This design comes from an exercise in tuning for small area, a short achievable clock period and few clock cycles per item on the open sky130 flow, not from production work.
At most, simulation tests tie the RTL to the original design; equivalence was not proved.
Power figures rest on the tool's default switching activity, not on a simulated workload.

// trickle_interval_timer_unit
module trickle_interval_timer_unit #(
    parameter int unsigned TICKS_PER_SECOND = trk_tmr_pkg::TICKS_PER_SECOND_DEF,
    parameter int unsigned MAX_EXP          = trk_tmr_pkg::MAX_EXP_DEF
) (
    input  wire                                  i_clk,
    input  wire                                  i_rst_n,
    input  wire                                  i_in_valid,
    output logic                                 o_in_ready,
    input  wire [18:0]                           i_in,
    output logic                                 o_out_valid,
    input  wire                                  i_out_ready,
    output logic [15:0]                          o_out,
    input  wire                                  i_cfg_valid,
    output logic                                 o_cfg_ready,
    input  wire [trk_tmr_pkg::CFG_IDX_W-1:0]     i_cfg_index,
    input  wire [trk_tmr_pkg::CFG_DAT_W-1:0]     i_cfg_data
);
Size: about 1100 cells after synthesis, about 53 I/O pins, about 10000 um2 of cells after synthesis.
==> flow/config.mk <==
export PLATFORM = sky130hd
export DESIGN_NAME = trickle_interval_timer_unit
export DESIGN_NICKNAME = trickle_interval_timer_unit
export VERILOG_FILES = /design/flow/design.v
export SDC_FILE = /design/flow/constraint.sdc
export NUM_CORES = 4
export LEC_CHECK = 0
export CAP_MARGIN = 20
export CORE_MARGIN = 2
export CORE_UTILIZATION = 40
export CTS_BUF_LIST = sky130_fd_sc_hd__clkbuf_8
export PLACE_DENSITY = 0.6
export SLEW_MARGIN = 20
==> flow/constraint.sdc <==
create_clock -name core_clock -period 22.0 [get_ports {i_clk}]
set_input_delay 4.4000 -clock core_clock [delete_from_list [all_inputs] [get_ports {i_clk}]]
set_output_delay 4.4000 -clock core_clock [all_outputs]
set_load 0.01 [all_outputs]
standard.sh (not shown) runs the stock make flow with config.mk's settings and CLKGATE_MAP_FILE= SYNTH_SCRIPT=/design/flow/synth_recipe.tcl, a recipe that flattens the netlist after the stock synthesis.
==> flow/flow/run.sh <==
#!/bin/bash
# The standard layout (standard.sh: its synthesis, floorplan, placement,
# CTS and routing, with the design's SDC), with two knobs changed:
#  * timing repair keeps a setup margin, so the achieved period is pushed
#    below the design's clock period;
#  * the port buffers are plain buffers instead of the resizer's pick.
# All of make's output goes to make_finish.log in the work folder.
set -euo pipefail
MARGIN=$(awk -v p="$FLOW_PERIOD_NS" 'BEGIN { printf "%.2f", p - 5.6 }')
bash standard.sh "SETUP_SLACK_MARGIN=$MARGIN" \
    "BUFFER_PORTS_ARGS=-buffer_cell sky130_fd_sc_hd__buf_1" finish > make_finish.log 2>&1
The starting point went through all stages and came out clean.
Testbench counts at the start, summed over its fixed seeds: cycles 32,136, ops 32,000.
Then changed:
--- a/flow/design.v
+++ b/flow/design.v
@@ -208,14 +208,30 @@
     logic              t_lsb;
     logic [46:0] c_exp;
     always_comb begin
         c_exp = {25'd0, T_TOP} << r_exp;
         h_big = c_exp[46:25];
         t_lsb = c_exp[24];
     end
+    logic       exp_long, b_all1;
+    logic [6:0] fire_f, tail_f;
+    assign exp_long = r_exp[4] || (r_exp[3] && (r_exp[2] || r_exp[1]));
+    assign b_all1   = &r_b[15:0];
+    always_comb begin
+        case (r_exp)
+            5'd4:    fire_f = b_all1 ? 7'd2  : 7'd1;
+            5'd5:    fire_f = b_all1 ? 7'd4  : {5'd0, 1'b1, r_b[15]};
+            5'd6:    fire_f = b_all1 ? 7'd8  : {4'd0, 1'b1, r_b[15:14]};
+            5'd7:    fire_f = b_all1 ? 7'd16 : {3'd0, 1'b1, r_b[15:13]};
+            5'd8:    fire_f = b_all1 ? 7'd32 : {2'd0, 1'b1, r_b[15:12]};
+            5'd9:    fire_f = b_all1 ? 7'd64 : {1'd0, 1'b1, r_b[15:11]};
+            default: fire_f = 7'd0;
+        endcase
+        tail_f = trk_tmr_pkg::sub7(c_exp[30:24], fire_f);
+    end
     logic fold_c;
     assign fold_c = (&r_b[15:6]) && !trk_tmr_pkg::lt6(r_b[21:16], ~r_b[5:0]);
     logic [TICK_W-1:0] add_y, add_s;
     logic              add_ci;
     always_comb begin
         add_y  = {TICK_W{1'b1}};
         add_ci = 1'b0;
@@ -262,15 +278,15 @@
                         n_event = trk_tmr_pkg::EV_POSTPONE;
                     end else begin
                         n_addr_ok = 1'b1;
                         if (r_fire_pending) begin
                             n_event = trk_tmr_pkg::lt8(r_heard, r_redundancy) ?
                                       trk_tmr_pkg::EV_TRANSMIT : trk_tmr_pkg::EV_SUPPRESS;
                             n_fire_pending = 1'b0;
-                            n_ticks = r_b;
+                            n_ticks = exp_long ? r_b : {15'd0, tail_f};
                         end else begin
                             begin_exp = exp_up;
                             do_begin  = 1'b1;
                         end
                     end
                 end
             end
@@ -293,30 +309,26 @@
             n_heard        = '0;
             n_event        = trk_tmr_pkg::EV_NEW_INTV;
             n_fire_pending = 1'b1;
             n_running      = 1'b1;
         end
     end
     logic       r_all1;
-    logic [6:0] fire_s, tail_s, t_small;
-    logic [46:0] c_begin;
+    logic [6:0] fire_s;
     assign r_all1 = &rnd;
     always_comb begin
-        c_begin = {25'd0, T_TOP} << begin_exp;
-        t_small = c_begin[30:24];
         case (begin_exp)
             5'd4:    fire_s = r_all1 ? 7'd2  : 7'd1;
             5'd5:    fire_s = r_all1 ? 7'd4  : {5'd0, 1'b1, rnd[15]};
             5'd6:    fire_s = r_all1 ? 7'd8  : {4'd0, 1'b1, rnd[15:14]};
             5'd7:    fire_s = r_all1 ? 7'd16 : {3'd0, 1'b1, rnd[15:13]};
             5'd8:    fire_s = r_all1 ? 7'd32 : {2'd0, 1'b1, rnd[15:12]};
             5'd9:    fire_s = r_all1 ? 7'd64 : {1'd0, 1'b1, rnd[15:11]};
             default: fire_s = 7'd0;
         endcase
-        tail_s = trk_tmr_pkg::sub7(t_small, fire_s);
     end
     logic begin_slow;
     assign begin_slow = begin_exp[4] || (begin_exp[3] && (begin_exp[2] || begin_exp[1]));
     always_ff @(posedge i_clk) begin
         if (!i_rst_n) begin
             r_min_exp    <= trk_tmr_pkg::MIN_EXP_RST;
             r_doublings  <= trk_tmr_pkg::DOUBLINGS_RST;
@@ -369,21 +381,16 @@
                 r_b     <= ~add_s;
             end else begin
                 r_ticks <= add_s;
             end
         end else if (proc) begin
             r_event <= n_event;
             if (do_begin) begin
-                if (begin_slow) begin
-                    r_ticks <= '0;
-                    r_b     <= {6'd0, rnd};
-                end else begin
-                    r_ticks <= {15'd0, fire_s};
-                    r_b     <= {15'd0, tail_s};
-                end
+                r_b     <= {6'd0, rnd};
+                r_ticks <= begin_slow ? '0 : {15'd0, fire_s};
             end else begin
                 r_ticks <= n_ticks;
             end
         end
     end
     always_ff @(posedge i_clk) begin
         r_step <= r_busy ? trk_tmr_pkg::inc5(r_step) : 5'd0;
=>
- The changed run produced a clean layout
- final area decreases by 0.56%
- clock skew increases by 0.0043 ns
- hold slack is worse by 0.0046 ns
- wire length increases by 6.2%
- first-iteration DRC count decreases by 8.4%
- count of clock-buffer cells in the layout decreases by 1
- via count increases by 0.62%
- utilization increases by 0.96 points
- register-to-register slack is worse by 0.23 ns
- power decreases by 2.8%
- worst setup slack is worse by 0.10 ns
No functional check of the RTL was part of the second run of this note.

==> afterwards: timing with drivers on the ports <==
How much do the figures lean on ideal ports? The routed layouts below were timed once more, with nothing changed but the port constraints. Step 1 assumes that a clkbuf_16 drives the clock port and a buf_2 every other input. Step 2 moves the port delays by t, midway between the first and last clock arrival at a register: inputs arrive t later, outputs are due t later. That takes back most of the time a late clock gives input paths. Three values: ideal ports, drivers, drivers and shift; two values: the first two.
| run | t (ns) | slack for setup (ns) | latest minus earliest clock arrival (ns) | worst data-port slew with drivers (ns) |
|---|---|---|---|---|
| the first run | 0.483 | 16.432 / 16.388 / 16.012 | 0.019 / 0.018 | 0.04 |
| the second run | 0.499 | 16.330 / 16.285 / 16.065 | 0.023 / 0.022 | 0.03 |
After both steps every run listed still meets setup and hold. The setup slack of the first run, which loses most, moves by -0.044 ns with the drivers and by -0.420 ns with both steps.
